What follows belongs to an exercise in optimizing a design on an open flow for a short achievable clock period and few clock cycles per item; a production flow would make more cautious choices.
In this exercise RTL edits were held to simulation tests only and were not proved equivalent to the original.
Power and IR drop assume default switching activity.

==> module qls_back, before the edit <==
module qls_back (
  input  logic         clk,
  input  logic         rst_n,
  input  logic         tag_valid,
  input  logic [3:0]   tag,
  output logic         tag_pop,
  input  logic         res_valid,
  input  logic [191:0] res,
  output logic         res_pop,
  output logic         out_valid,
  input  logic         out_ready,
  output logic         out_enabled,
  output logic [31:0]  out_query_total,
  output logic [31:0]  out_error_total,
  output logic [191:0] out_stats
);
  logic         ov_r;
  logic         en_r;
  logic [31:0]  qt_r;
  logic [31:0]  et_r;
  logic [31:0]  qt1_r;    
  logic [31:0]  et1_r;    
  logic [191:0] st_r;
  logic         can;
  assign can     = tag_valid && (!tag[qls_pkg::TAG_FOLD] || res_valid);
  assign tag_pop = can && (!ov_r || out_ready);
  assign res_pop = tag_pop && tag[qls_pkg::TAG_FOLD];
  always_ff @(posedge clk) begin
    if (!rst_n) begin
      ov_r <= 1'b0;
      en_r <= 1'b0;
      qt_r <= '0;
      et_r <= '0;
      st_r <= '0;
    end else if (tag_pop) begin
      ov_r <= 1'b1;
      en_r <= tag[qls_pkg::TAG_EN];
      if (tag[qls_pkg::TAG_CLR]) begin
        qt_r <= '0;
        et_r <= '0;
        st_r <= '0;
      end else begin
        if (tag[qls_pkg::TAG_FAIL]) et_r <= et1_r;
        if (tag[qls_pkg::TAG_FOLD]) begin
          qt_r <= qt1_r;
          st_r <= res;
        end
      end
    end else if (out_ready) begin
      ov_r <= 1'b0;
    end
  end
  always_ff @(posedge clk) begin
    if (!rst_n || (tag_valid && tag[qls_pkg::TAG_CLR])) begin
      qt1_r <= 32'd1;
      et1_r <= 32'd1;
    end else begin
      qt1_r <= qt_r + 32'd1;
      et1_r <= et_r + 32'd1;
    end
  end
  assign out_valid       = ov_r;
  assign out_enabled     = en_r;
  assign out_query_total = qt_r;
  assign out_error_total = et_r;
  assign out_stats       = st_r;
endmodule
==> flow/config.mk <==
export PLATFORM = sky130hd
export DESIGN_NAME = query_latency_size_stats_top
export DESIGN_NICKNAME = query_latency_size_stats_top
export VERILOG_FILES = /design/flow/design.v
export SDC_FILE = /design/flow/constraint.sdc
export NUM_CORES = 4
export LEC_CHECK = 0
export ABC_CLOCK_PERIOD_IN_PS = 3000
export CAP_MARGIN = 20
export CORE_MARGIN = 2
export CORE_UTILIZATION = 45
export SLEW_MARGIN = 20
==> flow/constraint.sdc <==
create_clock -name core_clock -period 10.0 [get_ports {clk}]
set_input_delay 2.0000 -clock core_clock [delete_from_list [all_inputs] [get_ports {clk}]]
set_output_delay 2.0000 -clock core_clock [all_outputs]
set_load 0.01 [all_outputs]
standard.sh (not shown) runs the stock make flow with config.mk's settings and CLKGATE_MAP_FILE= SYNTH_SCRIPT=/design/flow/synth_recipe.tcl, a recipe that flattens the netlist after the stock synthesis.
==> flow/flow/run.sh <==
#!/bin/bash
set -uo pipefail
bash standard.sh SETUP_SLACK_MARGIN=6.5 finish > make_finish.log 2>&1
status=$?
tail -20 make_finish.log
exit $status
The first run completed with no timing, DRC or antenna violations.
Testbench counts at the start, summed over its fixed seeds: cycles 31,622, items 30,830.
Next try:
--- a/flow/design.v
+++ b/flow/design.v
@@ -515,7 +515,7 @@
     end
   end
   always_ff @(posedge clk) begin
-    if (!rst_n || (tag_valid && tag[qls_pkg::TAG_CLR])) begin
+    if (!rst_n || (tag_pop && tag[qls_pkg::TAG_CLR])) begin
       qt1_r <= 32'd1;
       et1_r <= 32'd1;
     end else begin
After rerunning:
- The new run ran to the end with no violations
- total power came out higher by 1.3%
- maximum frequency came out higher by 1.7%
- first-iteration DRC count came out lower by 11%
- synthesized cell count came out lower by 0.49%
- worst setup slack gets better by 61 ps
Testbench counts after the change, summed over its fixed seeds: cycles 31,622, items 30,830.

---

Another version of the RTL of query_latency_size_stats_top (not shown whole).
Size in the first run: about 14,000 cells after synthesis, roughly 300 I/O pins, roughly 200,000 µm² of cells after synthesis.
clock: 10.0 ns
lec_check: 0
abc_clock_period_in_ps: 3000
cap_margin: 20
core_margin: 2
core_utilization: 45
slew_margin: 20
Scripts as last shown in full above: flow/flow/run.sh
Testbench counts at the start, summed over its fixed seeds: cycles 31,323, items 30,830.
==> next run, changes <==
--- a/flow/design.v
+++ b/flow/design.v
@@ -10,13 +10,13 @@
   localparam int TAG_EN   = 0;   
   localparam int TAG_CLR  = 1;   
   localparam int TAG_FOLD = 2;   
   localparam int TAG_FAIL = 3;   
 endpackage
 module qls_div_step #(
-  parameter int NW = 8
+  parameter int NW = 7
 ) (
   input  logic [NW+3:0]         pp,
   input  logic [15:1][NW+3:0]   mul,
   output logic [3:0]            digit,
   output logic [NW-1:0]         rem
 );
@@ -54,13 +54,13 @@
   output logic [W-1:0] c
 );
   assign s = x ^ y ^ z;
   assign c = {(x[W-2:0] & y[W-2:0]) | (x[W-2:0] & z[W-2:0]) | (y[W-2:0] & z[W-2:0]), cin};
 endmodule
 module qls_div #(
-  parameter int NW = 8
+  parameter int NW = 7
 ) (
   input  logic         clk,
   input  logic         rst_n,
   input  logic         req_valid,
   input  logic [64:0]  req,
   output logic         req_pop,
=> Area after synthesis drops slightly. Die area drops slightly. Setup slack gains 160 ps. Utilization is about the same. Final area drops slightly. Non-clock buffer count drops by 22. Hold slack gains 41 ps. Fmax climbs by a few percent. Total power drops by a few percent. Combinational power drops by about a fifth. Final cell count drops slightly. Via count drops slightly. Routed wire length barely changes. Global-route usage climbs by 0.66 points.
Testbench counts after the change, summed over its fixed seeds: cycles 31,323, items 30,830.

separate check: timing with driven ports:
In the flow no input, the clock included, has a driving cell. The finished layouts below were timed again as built, in two steps.
Step 1 (the two cells are an assumption about what drives the block):
set clk [get_ports {clk}]
set_driving_cell -lib_cell sky130_fd_sc_hd__clkbuf_16 $clk
set_driving_cell -lib_cell sky130_fd_sc_hd__buf_2 [delete_from_list [all_inputs] $clk]
Step 2 moves the port delays by t, midway between the first and last clock arrival at a register: inputs arrive t later, outputs are due t later. That takes back most of the time a late clock gives input paths.
a / b / c = ideal / step 1 / step 2; a / b = the first two.
run | t, ns | slack for setup (ns) | hold slack, ns | worst setup path after step 2 | clock arrival spread, ns
the first run of note 1 | 1.099 | 6.398 / 6.340 / 5.477 | 0.378 / 0.378 / 0.378 | input to register | 0.107 / 0.107
the second run of note 1 | 1.095 | 6.459 / 6.354 / 5.501 | 0.367 / 0.367 / 0.367 | input to register | 0.106 / 0.106
the first run of note 2 | 1.101 | 6.285 / 6.285 / 5.360 | 0.360 / 0.360 / 0.360 | input to register | 0.131 / 0.130
the second run of note 2 | 1.072 | 6.450 / 6.356 / 5.546 | 0.401 / 0.401 / 0.401 | input to register | 0.111 / 0.111
After both steps setup and hold are still met in every run listed. For the second run of note 1, which loses most, drivers alone change the setup slack by -0.105 ns; drivers and shift together by -0.958 ns.
